Context: an optimization exercise on an open-source flow, tuned for small area, a short achievable clock period and few clock cycles. The choices shown serve that exercise and are no tape-out recipe.
At most, simulation tests tie the RTL to the original design; equivalence was not proved.
No functional check of the RTL was part of run 2.
Power and IR drop assume default switching activity.

==> design/flow/design.v <==
`timescale 1ns / 1ps
package stok_pkg;
    localparam int DefLineWidth   = 20;
    localparam int DefColumnWidth = 16;
    localparam int OutLineW       = 20;
    localparam int OutColW        = 16;
    localparam int QueueDepth     = 4;
    localparam int QueuePtrW      = $clog2(QueueDepth);
    localparam int NumKeywords    = 25;
    typedef enum logic [4:0] {
        M_IDLE, M_PEND, M_SHIFT, M_LCOMM, M_BCOMM, M_BSTAR, M_IDENT, M_ZERO,
        M_DEC, M_DOT, M_HEX, M_BIN, M_FRAC, M_EXPS, M_EXPD, M_STR, M_SESC,
        M_SHEX, M_COPEN, M_CESC, M_CHEX, M_CCLOSE, M_PRAGMA
    } t_lex_mode;
    localparam logic RK_TOKEN = 1'b0;
    localparam logic RK_TEXT  = 1'b1;
    localparam logic [6:0] TK_END     = 7'd0;
    localparam logic [6:0] TK_IDENT   = 7'd1;
    localparam logic [6:0] TK_INT     = 7'd2;
    localparam logic [6:0] TK_FLOAT   = 7'd3;
    localparam logic [6:0] TK_STR     = 7'd4;
    localparam logic [6:0] TK_CHAR    = 7'd5;
    localparam logic [6:0] TK_PRAGMA  = 7'd6;
    localparam logic [6:0] TK_ERROR   = 7'd7;
    localparam logic [6:0] TK_KW      = 7'd8;
    localparam logic [6:0] TK_LPAREN  = 7'd33;
    localparam logic [6:0] TK_RPAREN  = 7'd34;
    localparam logic [6:0] TK_LBRACE  = 7'd35;
    localparam logic [6:0] TK_RBRACE  = 7'd36;
    localparam logic [6:0] TK_LBRACK  = 7'd37;
    localparam logic [6:0] TK_RBRACK  = 7'd38;
    localparam logic [6:0] TK_COMMA   = 7'd39;
    localparam logic [6:0] TK_SEMI    = 7'd40;
    localparam logic [6:0] TK_COLON   = 7'd41;
    localparam logic [6:0] TK_DOT     = 7'd42;
    localparam logic [6:0] TK_QUEST   = 7'd43;
    localparam logic [6:0] TK_PLUS    = 7'd44;
    localparam logic [6:0] TK_INC     = 7'd45;
    localparam logic [6:0] TK_ADD_EQ  = 7'd46;
    localparam logic [6:0] TK_MINUS   = 7'd47;
    localparam logic [6:0] TK_ARROW   = 7'd48;
    localparam logic [6:0] TK_DECR    = 7'd49;
    localparam logic [6:0] TK_SUB_EQ  = 7'd50;
    localparam logic [6:0] TK_STAR    = 7'd51;
    localparam logic [6:0] TK_MUL_EQ  = 7'd52;
    localparam logic [6:0] TK_SLASH   = 7'd53;
    localparam logic [6:0] TK_DIV_EQ  = 7'd54;
    localparam logic [6:0] TK_PERCENT = 7'd55;
    localparam logic [6:0] TK_MOD_EQ  = 7'd56;
    localparam logic [6:0] TK_AMP     = 7'd57;
    localparam logic [6:0] TK_LAND    = 7'd58;
    localparam logic [6:0] TK_AND_EQ  = 7'd59;
    localparam logic [6:0] TK_PIPE    = 7'd60;
    localparam logic [6:0] TK_LOR     = 7'd61;
    localparam logic [6:0] TK_OR_EQ   = 7'd62;
    localparam logic [6:0] TK_CARET   = 7'd63;
    localparam logic [6:0] TK_XOR_EQ  = 7'd64;
    localparam logic [6:0] TK_TILDE   = 7'd65;
    localparam logic [6:0] TK_BANG    = 7'd66;
    localparam logic [6:0] TK_NE      = 7'd67;
    localparam logic [6:0] TK_LT      = 7'd68;
    localparam logic [6:0] TK_SHL     = 7'd69;
    localparam logic [6:0] TK_SHL_EQ  = 7'd70;
    localparam logic [6:0] TK_LE      = 7'd71;
    localparam logic [6:0] TK_GT      = 7'd72;
    localparam logic [6:0] TK_SHR     = 7'd73;
    localparam logic [6:0] TK_SHR_EQ  = 7'd74;
    localparam logic [6:0] TK_GE      = 7'd75;
    localparam logic [6:0] TK_ASSIGN  = 7'd76;
    localparam logic [6:0] TK_EQ      = 7'd77;
    function automatic logic is_alpha(input logic [7:0] c);
        is_alpha = (c >= "a" && c <= "z") || (c >= "A" && c <= "Z");
    endfunction
    function automatic logic is_digit(input logic [7:0] c);
        is_digit = c >= "0" && c <= "9";
    endfunction
    function automatic logic is_hex(input logic [7:0] c);
        is_hex = is_digit(c) || (c >= "a" && c <= "f") || (c >= "A" && c <= "F");
    endfunction
    function automatic logic [3:0] hex_val(input logic [7:0] c);
        logic [7:0] r;
        if (is_digit(c)) begin
            r = c - "0";
        end else if (c >= "a" && c <= "f") begin
            r = c - "a" + 8'd10;
        end else begin
            r = c - "A" + 8'd10;
        end
        hex_val = r[3:0];
    endfunction
    function automatic logic is_blank(input logic [7:0] c);
        is_blank = c == " " || c == 8'h09 || c == 8'h0D || c == 8'h0A;
    endfunction
    function automatic logic [6:0] op_now(input logic [7:0] c);
        logic [6:0] r;
        case (c)
            "(":     r = TK_LPAREN;
            ")":     r = TK_RPAREN;
            "{":     r = TK_LBRACE;
            "}":     r = TK_RBRACE;
            "[":     r = TK_LBRACK;
            "]":     r = TK_RBRACK;
            ",":     r = TK_COMMA;
            ";":     r = TK_SEMI;
            ":":     r = TK_COLON;
            ".":     r = TK_DOT;
            "?":     r = TK_QUEST;
            "~":     r = TK_TILDE;
            default: r = TK_END;
        endcase
        op_now = r;
    endfunction
    function automatic logic [6:0] op_alone(input logic [7:0] f);
        logic [6:0] r;
        case (f)
            "+":     r = TK_PLUS;
            "-":     r = TK_MINUS;
            "*":     r = TK_STAR;
            "/":     r = TK_SLASH;
            "%":     r = TK_PERCENT;
            "&":     r = TK_AMP;
            "|":     r = TK_PIPE;
            "^":     r = TK_CARET;
            "!":     r = TK_BANG;
            "<":     r = TK_LT;
            ">":     r = TK_GT;
            "=":     r = TK_ASSIGN;
            default: r = TK_END;
        endcase
        op_alone = r;
    endfunction
    function automatic logic [6:0] op_pair(input logic [7:0] f, input logic [7:0] b);
        logic [6:0] r;
        case (f)
            "+":     r = b == "+" ? TK_INC : b == "=" ? TK_ADD_EQ : TK_END;
            "-":     r = b == ">" ? TK_ARROW : b == "-" ? TK_DECR
                       : b == "=" ? TK_SUB_EQ : TK_END;
            "*":     r = b == "=" ? TK_MUL_EQ : TK_END;
            "/":     r = b == "=" ? TK_DIV_EQ : TK_END;
            "%":     r = b == "=" ? TK_MOD_EQ : TK_END;
            "&":     r = b == "&" ? TK_LAND : b == "=" ? TK_AND_EQ : TK_END;
            "|":     r = b == "|" ? TK_LOR : b == "=" ? TK_OR_EQ : TK_END;
            "^":     r = b == "=" ? TK_XOR_EQ : TK_END;
            "!":     r = b == "=" ? TK_NE : TK_END;
            "<":     r = b == "=" ? TK_LE : TK_END;
            ">":     r = b == "=" ? TK_GE : TK_END;
            "=":     r = b == "=" ? TK_EQ : TK_END;
            default: r = TK_END;
        endcase
        op_pair = r;
    endfunction
    function automatic logic [7:0] esc_code(input logic [7:0] e);
        logic [7:0] r;
        case (e)
            "n":     r = 8'h0A;
            "t":     r = 8'h09;
            "r":     r = 8'h0D;
            "0":     r = 8'h00;
            default: r = e;
        endcase
        esc_code = r;
    endfunction
endpackage
`timescale 1ns / 1ps
module source_tokenizer_unit (
    input  logic        i_clk,
    input  logic        i_rst_n,
    input  logic        i_in_valid,
    input  logic [7:0]  i_src_byte,
    input  logic        i_end_of_input,
    output logic        o_in_stall,
    output logic        o_out_valid,
    output logic        o_result_kind,
    output logic [6:0]  o_token_kind,
    output logic [63:0] o_token_value,
    output logic [19:0] o_start_line,
    output logic [15:0] o_start_column,
    output logic        o_unterminated,
    output logic        o_last_of_run,
    input  logic        i_out_stall
);
    localparam logic [4:0] M_DOT2   = 5'd23;
    localparam logic [4:0] M_DOTTOK = 5'd24;
    logic       r_av, r_ae, r_sv, r_se;
    logic [7:0] r_ab, r_sb;
    logic [4:0]  r_mode;
    logic [19:0] r_tl, r_line;
    logic [15:0] r_tc, r_col;
    logic        r_tpend;    
    logic        r_prevsat;  
    logic [63:0] r_acc;      
    logic        r_sat;      
    logic [24:0] r_kw;
    logic [3:0]  r_wl;
    logic        r_escd;
    logic        r_ov, r_ork, r_oun, r_olast, r_ovacc;
    logic [6:0]  r_otk;
    logic [7:0]  r_ovb;
    logic en, step, consume, a_free;
    assign en   = !(r_ov && i_out_stall);
    assign step = r_av && en;
    logic [7:0]  b;
    logic        eoi;
    logic [24:0] kw_first, kw_next;
    logic [6:0]  kind_now;
    assign b   = r_ab;
    assign eoi = r_ae;
    always_comb begin
        kw_first[0] = (b == "f");
        kw_first[1] = (b == "r");
        kw_first[2] = (b == "i");
        kw_first[3] = (b == "e");
        kw_first[4] = (b == "w");
        kw_first[5] = (b == "d");
        kw_first[6] = (b == "f");
        kw_first[7] = (b == "b");
        kw_first[8] = (b == "c");
        kw_first[9] = (b == "s");
        kw_first[10] = (b == "p");
        kw_first[11] = (b == "i");
        kw_first[12] = (b == "c");
        kw_first[13] = (b == "s");
        kw_first[14] = (b == "e");
        kw_first[15] = (b == "c");
        kw_first[16] = (b == "n");
        kw_first[17] = (b == "d");
        kw_first[18] = (b == "n");
        kw_first[19] = (b == "t");
        kw_first[20] = (b == "f");
        kw_first[21] = (b == "e");
        kw_first[22] = (b == "v");
        kw_first[23] = (b == "s");
        kw_first[24] = (b == "w");
        case (r_wl)
            4'd1: kw_next[0] = r_kw[0] && (b == "n");
            default: kw_next[0] = 1'b0;
        endcase
        case (r_wl)
            4'd1: kw_next[1] = r_kw[1] && (b == "e");
            4'd2: kw_next[1] = r_kw[1] && (b == "t");
            4'd3: kw_next[1] = r_kw[1] && (b == "u");
            4'd4: kw_next[1] = r_kw[1] && (b == "r");
            4'd5: kw_next[1] = r_kw[1] && (b == "n");
            default: kw_next[1] = 1'b0;
        endcase
        case (r_wl)
            4'd1: kw_next[2] = r_kw[2] && (b == "f");
            default: kw_next[2] = 1'b0;
        endcase
        case (r_wl)
            4'd1: kw_next[3] = r_kw[3] && (b == "l");
            4'd2: kw_next[3] = r_kw[3] && (b == "s");
            4'd3: kw_next[3] = r_kw[3] && (b == "e");
            default: kw_next[3] = 1'b0;
        endcase
        case (r_wl)
            4'd1: kw_next[4] = r_kw[4] && (b == "h");
            4'd2: kw_next[4] = r_kw[4] && (b == "i");
            4'd3: kw_next[4] = r_kw[4] && (b == "l");
            4'd4: kw_next[4] = r_kw[4] && (b == "e");
            default: kw_next[4] = 1'b0;
        endcase
        case (r_wl)
            4'd1: kw_next[5] = r_kw[5] && (b == "o");
            default: kw_next[5] = 1'b0;
        endcase
        case (r_wl)
            4'd1: kw_next[6] = r_kw[6] && (b == "o");
            4'd2: kw_next[6] = r_kw[6] && (b == "r");
            default: kw_next[6] = 1'b0;
        endcase
        case (r_wl)
            4'd1: kw_next[7] = r_kw[7] && (b == "r");
            4'd2: kw_next[7] = r_kw[7] && (b == "e");
            4'd3: kw_next[7] = r_kw[7] && (b == "a");
            4'd4: kw_next[7] = r_kw[7] && (b == "k");
            default: kw_next[7] = 1'b0;
        endcase
        case (r_wl)
            4'd1: kw_next[8] = r_kw[8] && (b == "o");
            4'd2: kw_next[8] = r_kw[8] && (b == "n");
            4'd3: kw_next[8] = r_kw[8] && (b == "t");
            4'd4: kw_next[8] = r_kw[8] && (b == "i");
            4'd5: kw_next[8] = r_kw[8] && (b == "n");
            4'd6: kw_next[8] = r_kw[8] && (b == "u");
            4'd7: kw_next[8] = r_kw[8] && (b == "e");
            default: kw_next[8] = 1'b0;
        endcase
        case (r_wl)
            4'd1: kw_next[9] = r_kw[9] && (b == "t");
            4'd2: kw_next[9] = r_kw[9] && (b == "r");
            4'd3: kw_next[9] = r_kw[9] && (b == "u");
            4'd4: kw_next[9] = r_kw[9] && (b == "c");
            4'd5: kw_next[9] = r_kw[9] && (b == "t");
            default: kw_next[9] = 1'b0;
        endcase
        case (r_wl)
            4'd1: kw_next[10] = r_kw[10] && (b == "r");
            4'd2: kw_next[10] = r_kw[10] && (b == "o");
            4'd3: kw_next[10] = r_kw[10] && (b == "t");
            4'd4: kw_next[10] = r_kw[10] && (b == "o");
            4'd5: kw_next[10] = r_kw[10] && (b == "c");
            4'd6: kw_next[10] = r_kw[10] && (b == "o");
            4'd7: kw_next[10] = r_kw[10] && (b == "l");
            default: kw_next[10] = 1'b0;
        endcase
        case (r_wl)
            4'd1: kw_next[11] = r_kw[11] && (b == "m");
            4'd2: kw_next[11] = r_kw[11] && (b == "p");
            4'd3: kw_next[11] = r_kw[11] && (b == "l");
            default: kw_next[11] = 1'b0;
        endcase
        case (r_wl)
            4'd1: kw_next[12] = r_kw[12] && (b == "o");
            4'd2: kw_next[12] = r_kw[12] && (b == "m");
            4'd3: kw_next[12] = r_kw[12] && (b == "p");
            4'd4: kw_next[12] = r_kw[12] && (b == "o");
            4'd5: kw_next[12] = r_kw[12] && (b == "n");
            4'd6: kw_next[12] = r_kw[12] && (b == "e");
            4'd7: kw_next[12] = r_kw[12] && (b == "n");
            4'd8: kw_next[12] = r_kw[12] && (b == "t");
            default: kw_next[12] = 1'b0;
        endcase
        case (r_wl)
            4'd1: kw_next[13] = r_kw[13] && (b == "y");
            4'd2: kw_next[13] = r_kw[13] && (b == "s");
            4'd3: kw_next[13] = r_kw[13] && (b == "t");
            4'd4: kw_next[13] = r_kw[13] && (b == "e");
            4'd5: kw_next[13] = r_kw[13] && (b == "m");
            default: kw_next[13] = 1'b0;
        endcase
        case (r_wl)
            4'd1: kw_next[14] = r_kw[14] && (b == "x");
            4'd2: kw_next[14] = r_kw[14] && (b == "t");
            4'd3: kw_next[14] = r_kw[14] && (b == "e");
            4'd4: kw_next[14] = r_kw[14] && (b == "r");
            4'd5: kw_next[14] = r_kw[14] && (b == "n");
            default: kw_next[14] = 1'b0;
        endcase
        case (r_wl)
            4'd1: kw_next[15] = r_kw[15] && (b == "o");
            4'd2: kw_next[15] = r_kw[15] && (b == "n");
            4'd3: kw_next[15] = r_kw[15] && (b == "s");
            4'd4: kw_next[15] = r_kw[15] && (b == "t");
            default: kw_next[15] = 1'b0;
        endcase
        case (r_wl)
            4'd1: kw_next[16] = r_kw[16] && (b == "e");
            4'd2: kw_next[16] = r_kw[16] && (b == "w");
            default: kw_next[16] = 1'b0;
        endcase
        case (r_wl)
            4'd1: kw_next[17] = r_kw[17] && (b == "e");
            4'd2: kw_next[17] = r_kw[17] && (b == "l");
            4'd3: kw_next[17] = r_kw[17] && (b == "e");
            4'd4: kw_next[17] = r_kw[17] && (b == "t");
            4'd5: kw_next[17] = r_kw[17] && (b == "e");
            default: kw_next[17] = 1'b0;
        endcase
        case (r_wl)
            4'd1: kw_next[18] = r_kw[18] && (b == "u");
            4'd2: kw_next[18] = r_kw[18] && (b == "l");
            4'd3: kw_next[18] = r_kw[18] && (b == "l");
            default: kw_next[18] = 1'b0;
        endcase
        case (r_wl)
            4'd1: kw_next[19] = r_kw[19] && (b == "r");
            4'd2: kw_next[19] = r_kw[19] && (b == "u");
            4'd3: kw_next[19] = r_kw[19] && (b == "e");
            default: kw_next[19] = 1'b0;
        endcase
        case (r_wl)
            4'd1: kw_next[20] = r_kw[20] && (b == "a");
            4'd2: kw_next[20] = r_kw[20] && (b == "l");
            4'd3: kw_next[20] = r_kw[20] && (b == "s");
            4'd4: kw_next[20] = r_kw[20] && (b == "e");
            default: kw_next[20] = 1'b0;
        endcase
        case (r_wl)
            4'd1: kw_next[21] = r_kw[21] && (b == "n");
            4'd2: kw_next[21] = r_kw[21] && (b == "t");
            default: kw_next[21] = 1'b0;
        endcase
        case (r_wl)
            4'd1: kw_next[22] = r_kw[22] && (b == "o");
            4'd2: kw_next[22] = r_kw[22] && (b == "i");
            4'd3: kw_next[22] = r_kw[22] && (b == "d");
            default: kw_next[22] = 1'b0;
        endcase
        case (r_wl)
            4'd1: kw_next[23] = r_kw[23] && (b == "i");
            4'd2: kw_next[23] = r_kw[23] && (b == "z");
            4'd3: kw_next[23] = r_kw[23] && (b == "e");
            4'd4: kw_next[23] = r_kw[23] && (b == "o");
            4'd5: kw_next[23] = r_kw[23] && (b == "f");
            default: kw_next[23] = 1'b0;
        endcase
        case (r_wl)
            4'd1: kw_next[24] = r_kw[24] && (b == "o");
            4'd2: kw_next[24] = r_kw[24] && (b == "r");
            4'd3: kw_next[24] = r_kw[24] && (b == "l");
            4'd4: kw_next[24] = r_kw[24] && (b == "d");
            default: kw_next[24] = 1'b0;
        endcase
        kind_now = stok_pkg::TK_IDENT;
        if (r_kw[24] && r_wl == 4'd5) kind_now = stok_pkg::TK_KW + 7'd24;
        if (r_kw[23] && r_wl == 4'd6) kind_now = stok_pkg::TK_KW + 7'd23;
        if (r_kw[22] && r_wl == 4'd4) kind_now = stok_pkg::TK_KW + 7'd22;
        if (r_kw[21] && r_wl == 4'd3) kind_now = stok_pkg::TK_KW + 7'd21;
        if (r_kw[20] && r_wl == 4'd5) kind_now = stok_pkg::TK_KW + 7'd20;
        if (r_kw[19] && r_wl == 4'd4) kind_now = stok_pkg::TK_KW + 7'd19;
        if (r_kw[18] && r_wl == 4'd4) kind_now = stok_pkg::TK_KW + 7'd18;
        if (r_kw[17] && r_wl == 4'd6) kind_now = stok_pkg::TK_KW + 7'd17;
        if (r_kw[16] && r_wl == 4'd3) kind_now = stok_pkg::TK_KW + 7'd16;
        if (r_kw[15] && r_wl == 4'd5) kind_now = stok_pkg::TK_KW + 7'd15;
        if (r_kw[14] && r_wl == 4'd6) kind_now = stok_pkg::TK_KW + 7'd14;
        if (r_kw[13] && r_wl == 4'd6) kind_now = stok_pkg::TK_KW + 7'd13;
        if (r_kw[12] && r_wl == 4'd9) kind_now = stok_pkg::TK_KW + 7'd12;
        if (r_kw[11] && r_wl == 4'd4) kind_now = stok_pkg::TK_KW + 7'd11;
        if (r_kw[10] && r_wl == 4'd8) kind_now = stok_pkg::TK_KW + 7'd10;
        if (r_kw[9] && r_wl == 4'd6) kind_now = stok_pkg::TK_KW + 7'd9;
        if (r_kw[8] && r_wl == 4'd8) kind_now = stok_pkg::TK_KW + 7'd8;
        if (r_kw[7] && r_wl == 4'd5) kind_now = stok_pkg::TK_KW + 7'd7;
        if (r_kw[6] && r_wl == 4'd3) kind_now = stok_pkg::TK_KW + 7'd6;
        if (r_kw[5] && r_wl == 4'd2) kind_now = stok_pkg::TK_KW + 7'd5;
        if (r_kw[4] && r_wl == 4'd5) kind_now = stok_pkg::TK_KW + 7'd4;
        if (r_kw[3] && r_wl == 4'd4) kind_now = stok_pkg::TK_KW + 7'd3;
        if (r_kw[2] && r_wl == 4'd2) kind_now = stok_pkg::TK_KW + 7'd2;
        if (r_kw[1] && r_wl == 4'd6) kind_now = stok_pkg::TK_KW + 7'd1;
        if (r_kw[0] && r_wl == 4'd2) kind_now = stok_pkg::TK_KW + 7'd0;
    end
    logic c_blank, c_alpha, c_digit, c_hex, c_idch, c_zero_idle;
    logic [3:0] c_hv;
    logic [6:0] c_opnow, c_opal;
    always_comb begin
        c_blank = stok_pkg::is_blank(b);
        c_alpha = stok_pkg::is_alpha(b) || b == "_";
        c_digit = stok_pkg::is_digit(b);
        c_hex   = stok_pkg::is_hex(b);
        c_idch  = c_alpha || c_digit;
        c_hv    = stok_pkg::hex_val(b);
        c_opnow = stok_pkg::op_now(b);
        c_opal  = stok_pkg::op_alone(b);
        c_zero_idle = c_blank || b == "\"" || b == "'" || b == "#" || c_opal != stok_pkg::TK_END;
    end
    logic [4:0]  s_mode;
    logic        s_done, s_emit, s_rk, s_un, s_last, s_vacc;
    logic [6:0]  s_tk;
    logic [7:0]  s_vb;
    logic [1:0]  s_tsel;    
    logic        s_tpend;
    logic [63:0] s_acc;
    logic        s_sat;
    logic [24:0] s_kw;
    logic [3:0]  s_wl;
    logic        s_escd;
    logic        s_eol;     
    logic [7:0]  f;
    logic [6:0]  k;
    logic [67:0] m;
    logic [7:0]  e;
    logic        cl, cl_vacc, cl_un, tx;
    logic [6:0]  cl_tk;
    logic [7:0]  tx_v;
    always_comb begin
        s_mode  = r_mode;
        s_done  = 1'b1;
        s_emit  = 1'b0;
        s_rk    = stok_pkg::RK_TOKEN;
        s_tk    = stok_pkg::TK_END;
        s_un    = 1'b0;
        s_last  = 1'b1;
        s_vacc  = 1'b0;
        s_vb    = 8'd0;
        s_tsel  = r_tpend ? 2'd2 : 2'd0;
        s_tpend = 1'b0;
        s_acc   = r_acc;
        s_sat   = r_sat;
        s_kw    = r_kw;
        s_wl    = r_wl;
        s_escd  = r_escd;
        s_eol   = 1'b0;
        f       = r_acc[7:0];
        k       = stok_pkg::TK_END;
        m       = 68'd0;
        e       = 8'd0;
        cl      = 1'b0;
        cl_tk   = stok_pkg::TK_END;
        cl_vacc = 1'b0;
        cl_un   = 1'b0;
        tx      = 1'b0;
        tx_v    = 8'd0;
        case (r_mode)
            stok_pkg::M_IDLE, stok_pkg::M_LCOMM, stok_pkg::M_BCOMM, stok_pkg::M_BSTAR: begin
                if (r_mode == stok_pkg::M_IDLE) s_tsel = 2'd1;
                if (eoi) begin
                    s_tsel = 2'd1;
                    s_emit = 1'b1; s_tk = stok_pkg::TK_END; s_mode = stok_pkg::M_IDLE; s_eol = 1'b1;
                end else if (r_mode == stok_pkg::M_LCOMM) begin
                    if (b == 8'h0A) s_mode = stok_pkg::M_IDLE;
                end else if (r_mode == stok_pkg::M_BCOMM) begin
                    if (b == "*") s_mode = stok_pkg::M_BSTAR;
                end else if (r_mode == stok_pkg::M_BSTAR) begin
                    if (b == "/") s_mode = stok_pkg::M_IDLE;
                    else if (b != "*") s_mode = stok_pkg::M_BCOMM;
                end else if (c_blank) begin
                    s_mode = stok_pkg::M_IDLE;
                end else if (c_alpha) begin
                    s_mode = stok_pkg::M_IDENT;
                    s_kw = kw_first;
                    s_wl = 4'd1;
                    begin tx = 1'b1; tx_v = b; end
                end else if (c_digit) begin
                    s_acc = {60'd0, c_hv};
                    s_sat = 1'b0;
                    s_mode = (b == "0") ? stok_pkg::M_ZERO : stok_pkg::M_DEC;
                    begin tx = 1'b1; tx_v = b; end
                end else if (b == "\"") begin
                    s_mode = stok_pkg::M_STR;
                end else if (b == "'") begin
                    s_mode = stok_pkg::M_COPEN;
                end else if (b == "#") begin
                    s_mode = stok_pkg::M_PRAGMA;
                end else if (c_opnow != stok_pkg::TK_END) begin
                    s_emit = 1'b1; s_tk = c_opnow;
                end else if (c_opal != stok_pkg::TK_END) begin
                    s_acc[7:0] = b;
                    s_mode = stok_pkg::M_PEND;
                end else begin
                    s_emit = 1'b1; s_tk = stok_pkg::TK_ERROR; s_vb = b; s_un = 1'b1;
                end
            end
            stok_pkg::M_PEND: begin
                k = stok_pkg::op_pair(f, b);
                if (eoi) begin
                    begin cl = 1'b1; cl_tk = stok_pkg::op_alone(f); cl_vacc = 1'b0; cl_un = 1'b0; end
                end else if (f == "/" && b == "/") begin
                    s_mode = stok_pkg::M_LCOMM;
                end else if (f == "/" && b == "*") begin
                    s_mode = stok_pkg::M_BCOMM;
                end else if ((f == "<" || f == ">") && b == f) begin
                    s_mode = stok_pkg::M_SHIFT;
                end else if (k != stok_pkg::TK_END) begin
                    s_emit = 1'b1; s_tk = k; s_mode = stok_pkg::M_IDLE;
                end else begin
                    begin cl = 1'b1; cl_tk = stok_pkg::op_alone(f); cl_vacc = 1'b0; cl_un = 1'b0; end
                end
            end
            stok_pkg::M_SHIFT: begin
                if (!eoi && b == "=") begin
                    s_emit = 1'b1; s_tk = (f == "<") ? stok_pkg::TK_SHL_EQ : stok_pkg::TK_SHR_EQ; s_mode = stok_pkg::M_IDLE;
                end else begin
                    begin cl = 1'b1; cl_tk = (f == "<") ? stok_pkg::TK_SHL : stok_pkg::TK_SHR; cl_vacc = 1'b0; cl_un = 1'b0; end
                end
            end
            stok_pkg::M_IDENT: begin
                if (!eoi && c_idch) begin
                    s_kw = kw_next;
                    s_wl = s_wl + 4'd1;
                    begin tx = 1'b1; tx_v = b; end
                end else begin
                    begin cl = 1'b1; cl_tk = kind_now; cl_vacc = 1'b0; cl_un = 1'b0; end
                end
            end
            stok_pkg::M_ZERO, stok_pkg::M_DEC: begin
                m = ({4'd0, r_acc} << 3) + ({4'd0, r_acc} << 1) + {64'd0, c_hv};
                if (eoi) begin
                    begin cl = 1'b1; cl_tk = stok_pkg::TK_INT; cl_vacc = 1'b1; cl_un = 1'b0; end
                end else if (r_mode == stok_pkg::M_ZERO && (b == "x" || b == "X")) begin
                    s_mode = stok_pkg::M_HEX;
                    begin tx = 1'b1; tx_v = b; end
                end else if (r_mode == stok_pkg::M_ZERO && (b == "b" || b == "B")) begin
                    s_mode = stok_pkg::M_BIN;
                    begin tx = 1'b1; tx_v = b; end
                end else if (c_digit) begin
                    s_mode = stok_pkg::M_DEC;
                    s_acc = m[63:0];
                    s_sat = r_sat || m[67:64] != 4'd0;
                    begin tx = 1'b1; tx_v = b; end
                end else if (b == ".") begin
                    s_mode = stok_pkg::M_DOT;
                end else if (b == "e" || b == "E") begin
                    s_mode = stok_pkg::M_EXPS;
                    begin tx = 1'b1; tx_v = b; end
                end else begin
                    begin cl = 1'b1; cl_tk = stok_pkg::TK_INT; cl_vacc = 1'b1; cl_un = 1'b0; end
                end
            end
            stok_pkg::M_DOT: begin
                if (!eoi && c_digit) begin
                    begin tx = 1'b1; tx_v = 8'h2E; end
                    s_last = 1'b0;
                    s_done = 1'b0;
                    s_mode = M_DOT2;
                end else begin
                    s_emit = 1'b1; s_tk = stok_pkg::TK_INT; s_vacc = 1'b1; s_last = 1'b0;
                    s_done = 1'b0;
                    s_mode = M_DOTTOK;
                end
            end
            M_DOT2: begin
                begin tx = 1'b1; tx_v = b; end
                s_mode = stok_pkg::M_FRAC;
            end
            M_DOTTOK: begin
                s_tsel = 2'd2;
                begin cl = 1'b1; cl_tk = stok_pkg::TK_DOT; cl_vacc = 1'b0; cl_un = 1'b0; end
            end
            stok_pkg::M_HEX: begin
                if (!eoi && c_hex) begin
                    s_sat = r_sat || r_acc[63:60] != 4'd0;
                    s_acc = {r_acc[59:0], c_hv};
                    begin tx = 1'b1; tx_v = b; end
                end else begin
                    begin cl = 1'b1; cl_tk = stok_pkg::TK_INT; cl_vacc = 1'b1; cl_un = 1'b0; end
                end
            end
            stok_pkg::M_BIN: begin
                if (!eoi && (b == "0" || b == "1")) begin
                    s_sat = r_sat || r_acc[63];
                    s_acc = {r_acc[62:0], b[0]};
                    begin tx = 1'b1; tx_v = b; end
                end else begin
                    begin cl = 1'b1; cl_tk = stok_pkg::TK_INT; cl_vacc = 1'b1; cl_un = 1'b0; end
                end
            end
            stok_pkg::M_FRAC, stok_pkg::M_EXPS, stok_pkg::M_EXPD: begin
                if (!eoi && c_digit) begin
                    if (r_mode == stok_pkg::M_EXPS) s_mode = stok_pkg::M_EXPD;
                    begin tx = 1'b1; tx_v = b; end
                end else if (!eoi && r_mode == stok_pkg::M_FRAC && (b == "e" || b == "E")) begin
                    s_mode = stok_pkg::M_EXPS;
                    begin tx = 1'b1; tx_v = b; end
                end else if (!eoi && r_mode == stok_pkg::M_EXPS && (b == "+" || b == "-")) begin
                    s_mode = stok_pkg::M_EXPD;
                    begin tx = 1'b1; tx_v = b; end
                end else begin
                    begin cl = 1'b1; cl_tk = stok_pkg::TK_FLOAT; cl_vacc = 1'b0; cl_un = 1'b0; end
                end
            end
            stok_pkg::M_STR: begin
                if (eoi) begin
                    begin cl = 1'b1; cl_tk = stok_pkg::TK_STR; cl_vacc = 1'b0; cl_un = 1'b1; end
                end else if (b == "\"") begin
                    s_emit = 1'b1; s_tk = stok_pkg::TK_STR; s_mode = stok_pkg::M_IDLE;
                end else if (b == "\\") begin
                    s_mode = stok_pkg::M_SESC;
                end else begin
                    begin tx = 1'b1; tx_v = b; end
                end
            end
            stok_pkg::M_SESC: begin
                if (eoi) begin
                    begin cl = 1'b1; cl_tk = stok_pkg::TK_STR; cl_vacc = 1'b0; cl_un = 1'b1; end
                end else if (b == "x") begin
                    s_acc = 64'd0;
                    s_sat = 1'b0;
                    s_escd = 1'b0;
                    s_mode = stok_pkg::M_SHEX;
                end else begin
                    begin tx = 1'b1; tx_v = stok_pkg::esc_code(b); end
                    s_mode = stok_pkg::M_STR;
                end
            end
            stok_pkg::M_SHEX: begin
                e = {r_acc[3:0], c_hv};
                if (!eoi && c_hex) begin
                    s_acc[7:0] = e;
                    s_escd = 1'b1;
                    if (r_escd) begin
                        s_emit = 1'b1; s_rk = stok_pkg::RK_TEXT; s_vacc = 1'b1;
                        s_mode = stok_pkg::M_STR;
                    end
                end else begin
                    s_emit = 1'b1; s_rk = stok_pkg::RK_TEXT; s_vacc = 1'b1;
                    if (!eoi && b == "\\") begin
                        s_mode = stok_pkg::M_SESC;
                    end else begin
                        s_mode = stok_pkg::M_STR;
                        s_done = 1'b0;
                        s_last = 1'b0;
                    end
                end
            end
            stok_pkg::M_COPEN, stok_pkg::M_CESC: begin
                if (eoi) begin
                    begin cl = 1'b1; cl_tk = stok_pkg::TK_CHAR; cl_vacc = 1'b0; cl_un = 1'b1; end
                end else if (r_mode == stok_pkg::M_COPEN && b == "\\") begin
                    s_mode = stok_pkg::M_CESC;
                end else if (r_mode == stok_pkg::M_CESC && b == "x") begin
                    s_acc = 64'd0;
                    s_sat = 1'b0;
                    s_escd = 1'b0;
                    s_mode = stok_pkg::M_CHEX;
                end else begin
                    s_acc = {56'd0, (r_mode == stok_pkg::M_CESC) ? stok_pkg::esc_code(b) : b};
                    s_sat = 1'b0;
                    s_mode = stok_pkg::M_CCLOSE;
                end
            end
            stok_pkg::M_CHEX: begin
                e = {r_acc[3:0], c_hv};
                if (!eoi && c_hex) begin
                    s_acc[7:0] = e;
                    s_escd = 1'b1;
                    if (r_escd) s_mode = stok_pkg::M_CCLOSE;
                end else if (!eoi && b == "'") begin
                    s_emit = 1'b1; s_tk = stok_pkg::TK_CHAR; s_vacc = 1'b1; s_mode = stok_pkg::M_IDLE;
                end else begin
                    begin cl = 1'b1; cl_tk = stok_pkg::TK_CHAR; cl_vacc = 1'b1; cl_un = 1'b1; end
                end
            end
            stok_pkg::M_CCLOSE: begin
                if (!eoi && b == "'") begin
                    s_emit = 1'b1; s_tk = stok_pkg::TK_CHAR; s_vacc = 1'b1; s_mode = stok_pkg::M_IDLE;
                end else begin
                    begin cl = 1'b1; cl_tk = stok_pkg::TK_CHAR; cl_vacc = 1'b1; cl_un = 1'b1; end
                end
            end
            stok_pkg::M_PRAGMA: begin
                if (eoi) begin
                    begin cl = 1'b1; cl_tk = stok_pkg::TK_PRAGMA; cl_vacc = 1'b0; cl_un = 1'b0; end
                end else if (b == 8'h0A) begin
                    s_emit = 1'b1; s_tk = stok_pkg::TK_PRAGMA; s_mode = stok_pkg::M_IDLE;
                end else begin
                    begin tx = 1'b1; tx_v = b; end
                end
            end
            default: begin
                s_mode = stok_pkg::M_IDLE;
                s_done = 1'b0;
            end
        endcase
        if (tx) begin
            s_emit = 1'b1; s_rk = stok_pkg::RK_TEXT; s_tk = stok_pkg::TK_END; s_vb = tx_v;
        end
        if (cl) begin
            s_emit = 1'b1; s_rk = stok_pkg::RK_TOKEN; s_tk = cl_tk; s_vacc = cl_vacc;
            s_un = cl_un; s_mode = stok_pkg::M_IDLE;
            if (eoi) begin
                s_done = 1'b0; s_last = 1'b0;
            end else begin
                s_last = c_zero_idle;
                if (c_blank) begin
                    s_done = 1'b1;
                end else if (b == "\"") begin
                    s_done = 1'b1; s_mode = stok_pkg::M_STR; s_tpend = 1'b1;
                end else if (b == "'") begin
                    s_done = 1'b1; s_mode = stok_pkg::M_COPEN; s_tpend = 1'b1;
                end else if (b == "#") begin
                    s_done = 1'b1; s_mode = stok_pkg::M_PRAGMA; s_tpend = 1'b1;
                end else if (c_opal != stok_pkg::TK_END && !cl_vacc) begin
                    s_done = 1'b1; s_mode = stok_pkg::M_PEND; s_tpend = 1'b1;
                    s_acc[7:0] = b;
                end else begin
                    s_done = 1'b0;
                end
            end
        end
    end
    logic [15:0] pcol;    
    assign pcol    = r_prevsat ? 16'hFFFF : r_col - 16'd1;
    assign consume = step && s_done;
    assign a_free  = !r_av || consume;
    always_ff @(posedge i_clk) begin
        if (!i_rst_n) begin
            r_av <= 1'b0;
            r_sv <= 1'b0;
        end else if (r_sv) begin
            if (a_free) begin
                r_av <= 1'b1;
                r_sv <= 1'b0;
            end
        end else if (i_in_valid) begin
            if (a_free) r_av <= 1'b1;
            else        r_sv <= 1'b1;
        end else if (a_free) begin
            r_av <= 1'b0;
        end
    end
    always_ff @(posedge i_clk) begin
        if (r_sv) begin
            if (a_free) begin
                r_ab <= r_sb;
                r_ae <= r_se;
            end
        end else if (i_in_valid) begin
            if (a_free) begin
                r_ab <= i_src_byte;
                r_ae <= i_end_of_input;
            end else begin
                r_sb <= i_src_byte;
                r_se <= i_end_of_input;
            end
        end
    end
    assign o_in_stall = r_sv;
    always_ff @(posedge i_clk) begin
        if (!i_rst_n) begin
            r_mode  <= stok_pkg::M_IDLE;
            r_line  <= 20'd1;
            r_col   <= 16'd1;
            r_tpend <= 1'b0;
            r_ov    <= 1'b0;
        end else if (en) begin
            r_ov <= step && s_emit;
            if (step) begin
                r_mode  <= s_mode;
                r_tpend <= s_tpend;
                if (s_done) begin
                    if (s_eol) begin
                        r_line <= 20'd1;
                        r_col  <= 16'd1;
                    end else if (b == 8'h0A) begin
                        if (r_line != 20'hFFFFF) r_line <= r_line + 20'd1;
                        r_col <= 16'd1;
                    end else if (r_col != 16'hFFFF) begin
                        r_col <= r_col + 16'd1;
                    end
                end
            end
        end
    end
    always_ff @(posedge i_clk) begin
        if (step) begin
            r_acc  <= s_acc;
            r_sat  <= s_sat;
            r_kw   <= s_kw;
            r_wl   <= s_wl;
            r_escd <= s_escd;
            if (s_done) r_prevsat <= (r_col == 16'hFFFF);
            case (s_tsel)
                2'd1: begin r_tl <= r_line; r_tc <= r_col; end
                2'd2: begin r_tl <= r_line; r_tc <= pcol; end
                default: ;
            endcase
            r_ork   <= s_rk;
            r_otk   <= s_tk;
            r_oun   <= s_un;
            r_olast <= s_last;
            r_ovacc <= s_vacc;
            r_ovb   <= s_vb;
        end
    end
    assign o_out_valid    = r_ov;
    assign o_result_kind  = r_ork;
    assign o_token_kind   = r_otk;
    assign o_token_value  = r_ovacc ? (r_acc | {64{r_sat}}) : {56'd0, r_ovb};
    assign o_start_line   = r_tl;
    assign o_start_column = r_tc;
    assign o_unterminated = r_oun;
    assign o_last_of_run  = r_olast;
endmodule
==> design/flow/run.sh <==
#!/bin/bash
# synth_recipe.tcl (not shown) runs the flow's synth.tcl, then flattens the netlist and writes it again
# the make line also repeats each setting of config.mk as NAME=value (left out here)
make -C /OpenROAD-flow-scripts/flow DESIGN_CONFIG=/design/flow/config.mk WORK_HOME=/design/flow/orfs CLKGATE_MAP_FILE= SYNTH_SCRIPT=/design/flow/synth_recipe.tcl finish
==> design/flow/config.mk <==
export PLATFORM = sky130hd
export DESIGN_NAME = source_tokenizer_unit
export DESIGN_NICKNAME = source_tokenizer_unit
export VERILOG_FILES = /design/flow/design.v
export SDC_FILE = /design/flow/constraint.sdc
export NUM_CORES = 4
export LEC_CHECK = 0
export CAP_MARGIN = 20
export CORE_MARGIN = 2
export CORE_UTILIZATION = 40
export SLEW_MARGIN = 20
==> design/flow/constraint.sdc <==
create_clock -name core_clock -period 12.0 [get_ports {i_clk}]
set_input_delay 2.4000 -clock core_clock [delete_from_list [all_inputs] [get_ports {i_clk}]]
set_output_delay 2.4000 -clock core_clock [all_outputs]
set_load 0.01 [all_outputs]
==> results of run 1 <==
-- worst max-delay path: cells and delay by family, from the launching register on --
family          cells  cell delay, ps
compound gates     10            3490
fa+ha+maj           3            1320
flops               1             640
simple gates        2             310
xor+xnor            1             300
mux                 1             210
buf+inv             1             170
-- cell usage in the layout (no fill, tap or decap), types with 9 or more instances in the layout --
cell             instances
nand3b_1                 9
nand3_1                 79
nor4_1                  20
a221oi_1                11
xnor2_1                 48
dfxtp_1                 45
mux2i_1                  9
o31ai_1                 16
nor3b_1                 10
nor2b_1                 26
ha_1                   141
a22oi_1                 70
nand2b_1                25
nor3_1                  60
xor2_1                  39
mux2_2                   9
a31oi_1                 37
clkbuf_16               28
a21o_1                  41
a211oi_1                26
and2_1                  21
and3_1                  44
inv_1                   50
edfxtp_1               169
nor2_1                 186
o211ai_1                18
o21ai_0                187
nand2_1                220
o21bai_1                15
o21a_1                  66
and4_1                  10
buf_4                   26
clkdlybuf4s50_1        124
a21oi_1                175
o22ai_1                 29
a41oi_1                  9
nand4_1                 54
-- power breakdown --
group          leakage, nW  switching (mW)  internal [mW]
clock network        0.412           0.342          0.461
logic                 5.63            1.34          0.901
registers             1.97           0.194          0.995
total                 8.02            1.88           2.36
-- layout make-up --
class / instances / area share (%)
Multi-Input combinational cell: 1886 / 57.34
Sequential cell: 214 / 27.61
Timing Repair Buffer: 150 / 6.637
Tap cell: 615 / 3.556
Clock buffer: 38 / 3.503
Inverter: 53 / 0.9192
Clock inverter: 9 / 0.4105
Antenna cell: 2 / 0.02313
-- per-stage QoR --
| stage | setup slack, ps | util [%] | cells | power [mW] | hold WS, ps |
|---|---|---|---|---|---|
| 3_5_place_dp | 5430 | 43.61 | 2918 | 3.403 | 445.4 |
| 3_3_place_gp | 5396 | 43.60 | 2918 | 3.397 | 443.4 |
| 6_report | 5255 | 45.42 | 2967 | 4.236 | 450.3 |
| 4_1_cts | 5405 | 45.38 | 2965 | 4.226 | 453.8 |
| 2_1_floorplan | 2436 | - | 2305 | 2.659 | 432.2 |
| 5_1_grt | 4853 | 45.42 | 2966 | 4.511 | 485.0 |
-- metal layers --
metal	GRT usage [%]	vias up
met3	3.372	145
li1	-	8876
met1	36.63	9159
met4	8.516	0
met2	41.21	915
met5	0	-
-- registers in the layout, indices dropped and copies added (netlist names), 4 cells and up --
signal  flops
r_acc      64
r_line     20
r_col      16
r_ovb       8
r_mode      5
r_ab        8
r_wl        4
r_tl       20
r_otk       7
r_sb        8
r_kw       25
r_tc       16
-- path summary, 6_finish.rpt --
kind	cells after the start	endpoint	slack, ps	start
worst max-delay path	18	r_sat	5260	r_ab[1]
worst min-delay path	2	r_tpend	450	r_tpend
worst max register to register	18	r_sat	5260	r_ab[1]
worst min register to register	2	r_tpend	450	r_tpend
-- cells by family after synthesis --
group | Yosys count | synth area share (%)
fa+ha+maj | 144 | 9.433
buf+inv | 205 | 4.665
xor+xnor | 87 | 3.962
compound gates | 809 | 27.68
simple gates | 828 | 22.19
mux | 18 | 0.9954
flops | 214 | 31.07
==> results.sh, run 1 <==
export IMPL_status="no timing/DRC/antenna violations"
export IMPL_io_pins=125
export IMPL_cp_end_kind="flop"
export IMPL_gr_total_overflow=0
export IMPL_maxUsedRoutingLayer="met4"
export IMPL_async_flop_share_pct=0
export IMPL_start_util_pct=40.37
export IMPL_cts_made_buffers=27
export IMPL_die_area_um2=49850
export IMPL_drtPass1Iterations=6
export IMPL_synth_main_ff_cell="edfxtp_1"
export IMPL_slew_headroom_pct=28.24
export IMPL_grt_pass1_wl_um=103900
export IMPL_ys_top_cells_by_area="edfxtp_1 (26%), ha_1 (9.2%), o21ai_0 (4.9%)"
export IMPL_drtAntennaViolNets=0
export IMPL_hold_violations=0
export IMPL_clk_latency_ps=580
export IMPL_slowest_delay_ps=700
export IMPL_fp_dieH_um=223.3
export IMPL_nNetsFinal=2488
export IMPL_yosysTopAreaCell="edfxtp_1"
export IMPL_wl_met2_um=29860
export IMPL_synth_top_area_share_pct=26.39
export IMPL_path_max_fanout=21
export IMPL_min_path_type="flop to flop"
export IMPL_cts_hold_buf=0
export IMPL_slew_violations=0
export IMPL_cp_slowest_cell="o21ai_2"
export IMPL_drive_gt1_share_pct=5.149
export IMPL_ys_warn_count=1
export IMPL_ys_types=106
export IMPL_arrival_ps=7040
export IMPL_drtIter0Drc=2434
export IMPL_seq_area_um2=5976
export IMPL_leakage_nw=8.016
export IMPL_grt_usage_pct=25.98
export IMPL_power_density_nw_per_um2=195.7
export IMPL_synthesis_nets=2461
export IMPL_synthToLayoutAreaGrowth_pct=12.53
export IMPL_num_vias=19100
export IMPL_rsz0062_at_grt="no"
export IMPL_die_x_um=223.3
export IMPL_yosys_register_bits=214
export IMPL_skew_ps=20.41
export IMPL_fin_crit_sh_pct=56.21
export IMPL_wl_met3_um=5107
export IMPL_place_area_um2=20780
export IMPL_drc=0
export IMPL_maxClockFrequency_ghz=0.1483
export IMPL_avgViaCountPerCell=6.436
export IMPL_synth_common_cells="nand2_1 (220), nor2_1 (189), o21ai_0 (187)"
export IMPL_fin_crit_ps=6745
export IMPL_grt_pass1_vias=17770
export IMPL_cp_start_kind="flop"
export IMPL_fp_row_count=80
export IMPL_core_um2=47650
export IMPL_cts_resized=0
export IMPL_hpwlAfterDp_um=49850
export IMPL_path_clk_slew_ps=70
export IMPL_cp_common_cell="a41oi_1"
export IMPL_clock_sinks=214
export IMPL_io_buffers=124
export IMPL_tns_ps=0
export IMPL_wl_per_cell_um=22.60
export IMPL_worst_ep_required_time_ps=12300
export IMPL_grt_max_degree=71
export IMPL_worstPathCellList="inv_1 -> ha_1 -> o21ba_2 -> o21ai_2 -> nand2_1 -> xnor2_1 -> fa_1 -> fa_1 -> nor2b_1 -> o31a_1 -> o21ai_0 -> a21oi_1 -> a41oi_1 -> o31ai_1 -> a41oi_1 -> o31ai_1 -> mux2i_1 -> a41oi_1"
export IMPL_met1Wirelength_um=29750
export IMPL_synth_edf_count=169
export IMPL_htreeDepth=1
export IMPL_cts_tree="done"
export IMPL_place_congestion=0.9976
export IMPL_nFillCells=4710
export IMPL_routed_wl_um=67040
export IMPL_ys_seq_area_share_pct=31.07
export IMPL_synthCells=2305
export IMPL_syn_cell_area_um2=19230
export IMPL_multi_input_area_um2=12410
export IMPL_worstMarginPinSlew_ps=1072
export IMPL_peakVddDrop_uv=108.2
export IMPL_antenna_found_initial=2
export IMPL_setup_viol=0
export IMPL_yosysMostFrequentCell="nand2_1"
export IMPL_post_cts_buffers=0
export IMPL_fin_area_um2=21640
export IMPL_critPathKind="flop to flop"
export IMPL_maxCapViolations=0
export IMPL_cts_buffer_depth=3
export IMPL_avgSynthCellArea_um2=8.344
export IMPL_clockRootBuffer="clkbuf_16"
Testbench counts, summed over its fixed seeds: cycles 24,942.
==> run 2: changes to the inputs <==
--- a/design/flow/design.v
+++ b/design/flow/design.v
@@ -162,4 +162,36 @@
     endfunction
 endpackage
+module stok_add #(
+    parameter int W = 64
+) (
+    input  logic [W-1:0] i_a,
+    input  logic [W-1:0] i_b,
+    input  logic         i_ci,
+    output logic [W:0]   o_s
+);
+    logic [W-1:0] p, g, gg, pp;
+    always_comb begin
+        p  = i_a ^ i_b;
+        g  = i_a & i_b;
+        gg = g;
+        pp = p;
+        gg[0] = g[0] | (p[0] & i_ci);
+        for (int d = 1; d < W; d = d * 2) begin
+            for (int i = 2 * d - 1; i < W; i = i + 2 * d) begin
+                gg[i] = gg[i] | (pp[i] & gg[i - d]);
+                pp[i] = pp[i] & pp[i - d];
+            end
+        end
+        for (int d = W / 2; d >= 1; d = d / 2) begin
+            for (int i = 3 * d - 1; i < W; i = i + 2 * d) begin
+                gg[i] = gg[i] | (pp[i] & gg[i - d]);
+                pp[i] = pp[i] & pp[i - d];
+            end
+        end
+        o_s[0] = p[0] ^ i_ci;
+        for (int i = 1; i < W; i = i + 1) o_s[i] = p[i] ^ gg[i - 1];
+        o_s[W] = gg[W - 1];
+    end
+endmodule
 `timescale 1ns / 1ps
 module source_tokenizer_unit (
@@ -186,7 +218,7 @@
     logic [4:0]  r_mode;
     logic [19:0] r_tl, r_line;
-    logic [15:0] r_tc, r_col;
+    logic [15:0] r_tc, r_col;  
+    logic        r_c1;         
     logic        r_tpend;    
-    logic        r_prevsat;  
     logic [63:0] r_acc;      
     logic        r_sat;      
@@ -403,30 +435,31 @@
             default: kw_next[24] = 1'b0;
         endcase
-        kind_now = stok_pkg::TK_IDENT;
-        if (r_kw[24] && r_wl == 4'd5) kind_now = stok_pkg::TK_KW + 7'd24;
-        if (r_kw[23] && r_wl == 4'd6) kind_now = stok_pkg::TK_KW + 7'd23;
-        if (r_kw[22] && r_wl == 4'd4) kind_now = stok_pkg::TK_KW + 7'd22;
-        if (r_kw[21] && r_wl == 4'd3) kind_now = stok_pkg::TK_KW + 7'd21;
-        if (r_kw[20] && r_wl == 4'd5) kind_now = stok_pkg::TK_KW + 7'd20;
-        if (r_kw[19] && r_wl == 4'd4) kind_now = stok_pkg::TK_KW + 7'd19;
-        if (r_kw[18] && r_wl == 4'd4) kind_now = stok_pkg::TK_KW + 7'd18;
-        if (r_kw[17] && r_wl == 4'd6) kind_now = stok_pkg::TK_KW + 7'd17;
-        if (r_kw[16] && r_wl == 4'd3) kind_now = stok_pkg::TK_KW + 7'd16;
-        if (r_kw[15] && r_wl == 4'd5) kind_now = stok_pkg::TK_KW + 7'd15;
-        if (r_kw[14] && r_wl == 4'd6) kind_now = stok_pkg::TK_KW + 7'd14;
-        if (r_kw[13] && r_wl == 4'd6) kind_now = stok_pkg::TK_KW + 7'd13;
-        if (r_kw[12] && r_wl == 4'd9) kind_now = stok_pkg::TK_KW + 7'd12;
-        if (r_kw[11] && r_wl == 4'd4) kind_now = stok_pkg::TK_KW + 7'd11;
-        if (r_kw[10] && r_wl == 4'd8) kind_now = stok_pkg::TK_KW + 7'd10;
-        if (r_kw[9] && r_wl == 4'd6) kind_now = stok_pkg::TK_KW + 7'd9;
-        if (r_kw[8] && r_wl == 4'd8) kind_now = stok_pkg::TK_KW + 7'd8;
-        if (r_kw[7] && r_wl == 4'd5) kind_now = stok_pkg::TK_KW + 7'd7;
-        if (r_kw[6] && r_wl == 4'd3) kind_now = stok_pkg::TK_KW + 7'd6;
-        if (r_kw[5] && r_wl == 4'd2) kind_now = stok_pkg::TK_KW + 7'd5;
-        if (r_kw[4] && r_wl == 4'd5) kind_now = stok_pkg::TK_KW + 7'd4;
-        if (r_kw[3] && r_wl == 4'd4) kind_now = stok_pkg::TK_KW + 7'd3;
-        if (r_kw[2] && r_wl == 4'd2) kind_now = stok_pkg::TK_KW + 7'd2;
-        if (r_kw[1] && r_wl == 4'd6) kind_now = stok_pkg::TK_KW + 7'd1;
-        if (r_kw[0] && r_wl == 4'd2) kind_now = stok_pkg::TK_KW + 7'd0;
+        kind_now = 7'd0;
+        kind_now = kind_now | ((r_kw[24] && r_wl == 4'd5) ? 7'd32 : 7'd0);
+        kind_now = kind_now | ((r_kw[23] && r_wl == 4'd6) ? 7'd31 : 7'd0);
+        kind_now = kind_now | ((r_kw[22] && r_wl == 4'd4) ? 7'd30 : 7'd0);
+        kind_now = kind_now | ((r_kw[21] && r_wl == 4'd3) ? 7'd29 : 7'd0);
+        kind_now = kind_now | ((r_kw[20] && r_wl == 4'd5) ? 7'd28 : 7'd0);
+        kind_now = kind_now | ((r_kw[19] && r_wl == 4'd4) ? 7'd27 : 7'd0);
+        kind_now = kind_now | ((r_kw[18] && r_wl == 4'd4) ? 7'd26 : 7'd0);
+        kind_now = kind_now | ((r_kw[17] && r_wl == 4'd6) ? 7'd25 : 7'd0);
+        kind_now = kind_now | ((r_kw[16] && r_wl == 4'd3) ? 7'd24 : 7'd0);
+        kind_now = kind_now | ((r_kw[15] && r_wl == 4'd5) ? 7'd23 : 7'd0);
+        kind_now = kind_now | ((r_kw[14] && r_wl == 4'd6) ? 7'd22 : 7'd0);
+        kind_now = kind_now | ((r_kw[13] && r_wl == 4'd6) ? 7'd21 : 7'd0);
+        kind_now = kind_now | ((r_kw[12] && r_wl == 4'd9) ? 7'd20 : 7'd0);
+        kind_now = kind_now | ((r_kw[11] && r_wl == 4'd4) ? 7'd19 : 7'd0);
+        kind_now = kind_now | ((r_kw[10] && r_wl == 4'd8) ? 7'd18 : 7'd0);
+        kind_now = kind_now | ((r_kw[9] && r_wl == 4'd6) ? 7'd17 : 7'd0);
+        kind_now = kind_now | ((r_kw[8] && r_wl == 4'd8) ? 7'd16 : 7'd0);
+        kind_now = kind_now | ((r_kw[7] && r_wl == 4'd5) ? 7'd15 : 7'd0);
+        kind_now = kind_now | ((r_kw[6] && r_wl == 4'd3) ? 7'd14 : 7'd0);
+        kind_now = kind_now | ((r_kw[5] && r_wl == 4'd2) ? 7'd13 : 7'd0);
+        kind_now = kind_now | ((r_kw[4] && r_wl == 4'd5) ? 7'd12 : 7'd0);
+        kind_now = kind_now | ((r_kw[3] && r_wl == 4'd4) ? 7'd11 : 7'd0);
+        kind_now = kind_now | ((r_kw[2] && r_wl == 4'd2) ? 7'd10 : 7'd0);
+        kind_now = kind_now | ((r_kw[1] && r_wl == 4'd6) ? 7'd9 : 7'd0);
+        kind_now = kind_now | ((r_kw[0] && r_wl == 4'd2) ? 7'd8 : 7'd0);
+        if (kind_now == 7'd0) kind_now = stok_pkg::TK_IDENT;
     end
     logic c_blank, c_alpha, c_digit, c_hex, c_idch, c_zero_idle;
@@ -439,9 +472,17 @@
         c_hex   = stok_pkg::is_hex(b);
         c_idch  = c_alpha || c_digit;
-        c_hv    = stok_pkg::hex_val(b);
+        c_hv    = b[6] ? b[3:0] + 4'd9 : b[3:0];
         c_opnow = stok_pkg::op_now(b);
         c_opal  = stok_pkg::op_alone(b);
         c_zero_idle = c_blank || b == "\"" || b == "'" || b == "#" || c_opal != stok_pkg::TK_END;
     end
+    assign lo4    = {1'b0, r_acc[1:0], 1'b0} + {1'b0, b[2:0]};
+    assign add_ci = b[3] | lo4[3];
+    stok_add #(.W(64)) u_add (
+        .i_a (r_acc),
+        .i_b ({2'd0, r_acc[63:2]}),
+        .i_ci(add_ci),
+        .o_s (sum65)
+    );
     logic [4:0]  s_mode;
     logic        s_done, s_emit, s_rk, s_un, s_last, s_vacc;
@@ -459,4 +500,7 @@
     logic [6:0]  k;
     logic [67:0] m;
+    logic [3:0]  lo4;
+    logic [64:0] sum65;
+    logic        add_ci;
     logic [7:0]  e;
     logic        cl, cl_vacc, cl_un, tx;
@@ -564,5 +608,5 @@
             end
             stok_pkg::M_ZERO, stok_pkg::M_DEC: begin
-                m = ({4'd0, r_acc} << 3) + ({4'd0, r_acc} << 1) + {64'd0, c_hv};
+                m = {sum65, lo4[2:0]};
                 if (eoi) begin
                     begin cl = 1'b1; cl_tk = stok_pkg::TK_INT; cl_vacc = 1'b1; cl_un = 1'b0; end
@@ -759,6 +803,11 @@
         end
     end
-    logic [15:0] pcol;    
-    assign pcol    = r_prevsat ? 16'hFFFF : r_col - 16'd1;
+    logic [15:0] ccol, col_inc;
+    logic [19:0] line_inc;
+    always_comb begin
+        for (int i = 0; i < 16; i = i + 1) col_inc[i] = r_col[i] ^ (&(r_col | ~((16'd1 << i) - 16'd1)));
+        for (int i = 0; i < 20; i = i + 1) line_inc[i] = r_line[i] ^ (&(r_line | ~((20'd1 << i) - 20'd1)));
+        ccol = r_c1 ? 16'd1 : ((&r_col) ? r_col : col_inc);
+    end
     assign consume = step && s_done;
     assign a_free  = !r_av || consume;
@@ -800,5 +849,5 @@
             r_mode  <= stok_pkg::M_IDLE;
             r_line  <= 20'd1;
-            r_col   <= 16'd1;
+            r_c1    <= 1'b1;
             r_tpend <= 1'b0;
             r_ov    <= 1'b0;
@@ -809,12 +858,10 @@
                 r_tpend <= s_tpend;
                 if (s_done) begin
+                    r_col <= ccol;
+                    r_c1  <= s_eol || b == 8'h0A;
                     if (s_eol) begin
                         r_line <= 20'd1;
-                        r_col  <= 16'd1;
-                    end else if (b == 8'h0A) begin
-                        if (r_line != 20'hFFFFF) r_line <= r_line + 20'd1;
-                        r_col <= 16'd1;
-                    end else if (r_col != 16'hFFFF) begin
-                        r_col <= r_col + 16'd1;
+                    end else if (b == 8'h0A && !(&r_line)) begin
+                        r_line <= line_inc;
                     end
                 end
@@ -829,8 +876,7 @@
             r_wl   <= s_wl;
             r_escd <= s_escd;
-            if (s_done) r_prevsat <= (r_col == 16'hFFFF);
             case (s_tsel)
-                2'd1: begin r_tl <= r_line; r_tc <= r_col; end
-                2'd2: begin r_tl <= r_line; r_tc <= pcol; end
+                2'd1: begin r_tl <= r_line; r_tc <= ccol; end
+                2'd2: begin r_tl <= r_line; r_tc <= r_col; end
                 default: ;
             endcase
==> design/flow/flow/run.sh (new file) <==
#!/bin/bash
# Layout: the standard flow, with one extra step after placement that
# resizes and buffers the placed netlist for more setup slack than the
# standard flow asks for (the clock and constraints are unchanged).
set -euo pipefail
HERE=$(pwd)
bash standard.sh synth floorplan place > "$HERE/log_std_place.txt" 2>&1
RES=$HERE/orfs/results/$FLOW_PLATFORM/source_tokenizer_unit/base
cp "$RES/3_place.odb" "$HERE/3_place_std.odb"
RES="$RES" openroad -no_splash -exit "$HERE/flow/opt_place.tcl" > "$HERE/log_opt_place.txt" 2>&1
bash standard.sh > "$HERE/log_std_finish.txt" 2>&1
==> design/flow/flow/opt_place.tcl (new file) <==
# Extra setup repair on the placed design, then legalise and write it back.
set res $::env(RES)
set plat $::env(FLOW_HOME)/platforms/$::env(FLOW_PLATFORM)
read_liberty $plat/lib/sky130_fd_sc_hd__tt_025C_1v80.lib
read_db $res/3_place.odb
read_sdc $res/3_place.sdc
source $plat/setRC.tcl
set_dont_use {sky130_fd_sc_hd__probe_p_8 sky130_fd_sc_hd__probec_p_8 sky130_fd_sc_hd__lpflow_*}
estimate_parasitics -placement
report_worst_slack -max
report_design_area
set margin 8.0
if { [info exists ::env(OPT_MARGIN)] } { set margin $::env(OPT_MARGIN) }
repair_design
repair_timing -setup -setup_margin $margin -skip_gate_cloning -verbose
detailed_placement
check_placement -verbose
estimate_parasitics -placement
report_worst_slack -max
report_design_area
write_db $res/3_place.odb
==> design/flow/standard.sh (new file) <==
#!/bin/bash
# synth_recipe.tcl (not shown) runs the flow's synth.tcl, then flattens the netlist and writes it again
# the make line also repeats each setting of config.mk as NAME=value (left out here)
make -C /OpenROAD-flow-scripts/flow DESIGN_CONFIG=/design/flow/config.mk WORK_HOME=/design/flow/orfs CLKGATE_MAP_FILE= SYNTH_SCRIPT=/design/flow/synth_recipe.tcl "${@:-finish}"
removed: design/flow/run.sh
==> run 2 against run 1 <==
Largest power group unchanged. Power about the same. Critical path depth down 14. Die area down 10%.
==> results.sh, run 2 <==
export IMPL_ys_types=91
export IMPL_seq_area_um2=6126
export IMPL_synth_main_ff_cell="edfxtp_1"
export IMPL_post_place_ws_ps=6578
export IMPL_hpwlAfterDp_um=41970
export IMPL_cts_hold_buf=0
export IMPL_clk_latency_ps=570
export IMPL_avgViaCountPerCell=6.427
export IMPL_synthesis_nets=2058
export IMPL_setup_viol=0
export IMPL_path_max_fanout=37
export IMPL_avgSynthCellArea_um2=8.925
export IMPL_yosysMostFrequentCell="nor2_1"
export IMPL_synthCells=1931
export IMPL_worst_ep_required_time_ps=9600
export IMPL_fp_row_count=76
export IMPL_htreeDepth=1
export IMPL_grt_pass1_wl_um=94780
export IMPL_fin_crit_sh_pct=37.91
export IMPL_ys_seq_area_share_pct=35.55
export IMPL_synth_edf_count=184
export IMPL_num_vias=16740
export IMPL_hold_violations=0
export IMPL_grt_max_degree=66
export IMPL_cts_made_buffers=26
export IMPL_worstMarginPinSlew_ps=1127
export IMPL_drtPass1Iterations=7
export IMPL_maxCapViolations=0
export IMPL_arrival_ps=2150
export IMPL_multi_input_area_um2=10650
export IMPL_reg2reg_depth=19
export IMPL_drtAntennaViolNets=0
export IMPL_power_density_nw_per_um2=203.8
export IMPL_rsz0062_at_grt="no"
export IMPL_syn_cell_area_um2=17230
export IMPL_top_register="r_acc"
export IMPL_tns_ps=0
export IMPL_min_path_type="flop to flop"
export IMPL_top_regs="r_acc: 64 flops, r_kw: 25 flops"
export IMPL_clock_sinks=214
export IMPL_synth_common_cells="nor2_1 (186), edfxtp_1 (184), nand2_1 (144)"
export IMPL_grt_usage_pct=26.90
export IMPL_leakage_nw=7.724
export IMPL_grt_pass1_vias=16150
export IMPL_cts_buffer_depth=3
export IMPL_async_flop_share_pct=0
export IMPL_use_met2_pct=42.77
export IMPL_setup_ws_ps=7451
export IMPL_nFillCells=4071
export IMPL_min_path_cells=2
export IMPL_ys_warn_count=2
export IMPL_clockRootBuffer="clkbuf_16"
export IMPL_synthToLayoutAreaGrowth_pct=20.52
export IMPL_core_um2=42790
export IMPL_status="no timing/DRC/antenna violations"
export IMPL_yosysTopAreaCell="edfxtp_1"
export IMPL_gr_total_overflow=0
export IMPL_cp_start_kind="flop"
export IMPL_ys_top_cells_by_area="edfxtp_1 (32%), ha_1 (5.9%), nor2_1 (4.1%)"
export IMPL_slew_headroom_pct=24.57
export IMPL_num_antenna_cells=0
export IMPL_die_area_um2=44760
export IMPL_yosys_register_bits=214
export IMPL_fin_crit_ps=4549
export IMPL_fp_dieH_um=211.6
export IMPL_drtIter0Drc=1794
export IMPL_met3_usage_pct=4.450
export IMPL_synth_top_area_share_pct=32.06
export IMPL_io_buffers=124
export IMPL_path_clk_slew_ps=60
export IMPL_drive_gt1_share_pct=11.27
export IMPL_skew_ps=34.18
export IMPL_cp_end_kind="primary output"
export IMPL_slew_violations=0
export IMPL_fin_area_um2=20770
export IMPL_grt_busiest_layer="met2"
export IMPL_routed_wl_um=61070
export IMPL_use_met1_pct=36.56
export IMPL_io_pins=125
export IMPL_post_cts_buffers=0
export IMPL_maxClockFrequency_ghz=0.2198
export IMPL_final_common_cell="edfxtp_1"
export IMPL_die_x_um=211.6
export IMPL_cts_resized=0
export IMPL_final_cell_mix="edfxtp_1 (184), nor2_1 (179), nand2_1 (141)"
export IMPL_place_area_um2=18940
export IMPL_peakVddDrop_uv=116.3
export IMPL_critPathKind="flop to primary output"
export IMPL_wl_per_cell_um=23.45
export IMPL_drc=0
export IMPL_antenna_found_initial=0
export IMPL_largest_register_ffs=64
export IMPL_cts_tree="done"
export IMPL_nNetsFinal=2165
export IMPL_start_util_pct=40.27
export IMPL_place_congestion=1.034
-- run 2: per-stage QoR --
stage | hold slack, ps | util [%] | instances | total power [mW]
after floorplan | 427.8 | - | 1931 | 2.428
after global placement | 446.5 | 44.26 | 2502 | 3.103
after detailed placement | 460.3 | 44.26 | 2502 | 3.133
after CTS | 473.3 | 48.53 | 2604 | 4.228
after global routing | 487.6 | 48.54 | 2604 | 4.495
final | 470.5 | 48.54 | 2604 | 4.232
-- run 2: per-layer routing --
| layer | up-vias | share of wire [%] |
|---|---|---|
| met3 | 172 | 7.8 |
| met4 | 0 | 4.4 |
| met1 | 8109 | 43 |
| met2 | 812 | 45 |
| li1 | 7642 | - |
| met5 | - | 0 |
-- run 2: area by class of cell --
| cell class | instances | share of cell area (%) |
|---|---|---|
| flip-flops and latches | 214 | 29.49 |
| multi-input cells | 1516 | 51.25 |
| repair buffers | 216 | 10.16 |
| clock buffers | 36 | 3.711 |
| inverters | 64 | 1.175 |
| clock inverters | 12 | 0.9157 |
| well taps | 546 | 3.289 |
-- run 2: worst paths after layout --
check / start / endpoint / slack, ps
worst max register to register: r_ab[1] / r_sat / 7510
worst max-delay path: r_ovacc / o_token_value[2] / 7450
worst min-delay path: r_tpend / r_tpend / 470
worst min register to register: r_tpend / r_tpend / 470
-- run 2: power breakdown --
group	total (mW)	switching (mW)	internal, mW
Clock	0.885	0.330	0.555
Sequential	1.20	0.178	1.02
Combinational	2.15	1.22	0.933
-- run 2: cell families (layout without fill, tap and decap cells) --
family,Yosys count,in the layout,synth area share (%)
AOI/OAI and AO/OA,661,661,26.67
muxes,19,19,1.205
xor gates and xnor gates,46,46,2.338
adders and majority gates,114,114,9.714
DFF,214,214,35.55
and+or+nand+nor,676,676,20.04
buffers and inverters,201,328,4.479
-- run 2: worst max-delay path, cell delays in order, from the launching register on --
cell and delay, ps:
edfxtp_1 410, buf_12 200, buf_12 190, a21oi_1 170
clkdlybuf4s50_1 620

## port drivers added, routing unchanged
In the flow no input, the clock included, has a driving cell. The finished layouts below were timed again as built, in two steps. Step 1 sets driving cells, clkbuf_16 on the clock port and buf_2 on the other inputs (assumed; they add their load-dependent delay and slew). Step 2, shift: input delay + t, output delay - t, t = (earliest + latest rising clock arrival at the registers) / 2. This alone moves slack from input paths to output paths. Three values: ideal ports, drivers, drivers and shift; two values: the first two.
run	shift t [ns]	setup slack, ns	worst setup path after step 2
run 1	0.635	5.255 / 5.255 / 5.255	register to register
run 2	0.610	7.451 / 7.396 / 7.514	register to register
After both steps setup and hold are still met in every run listed.
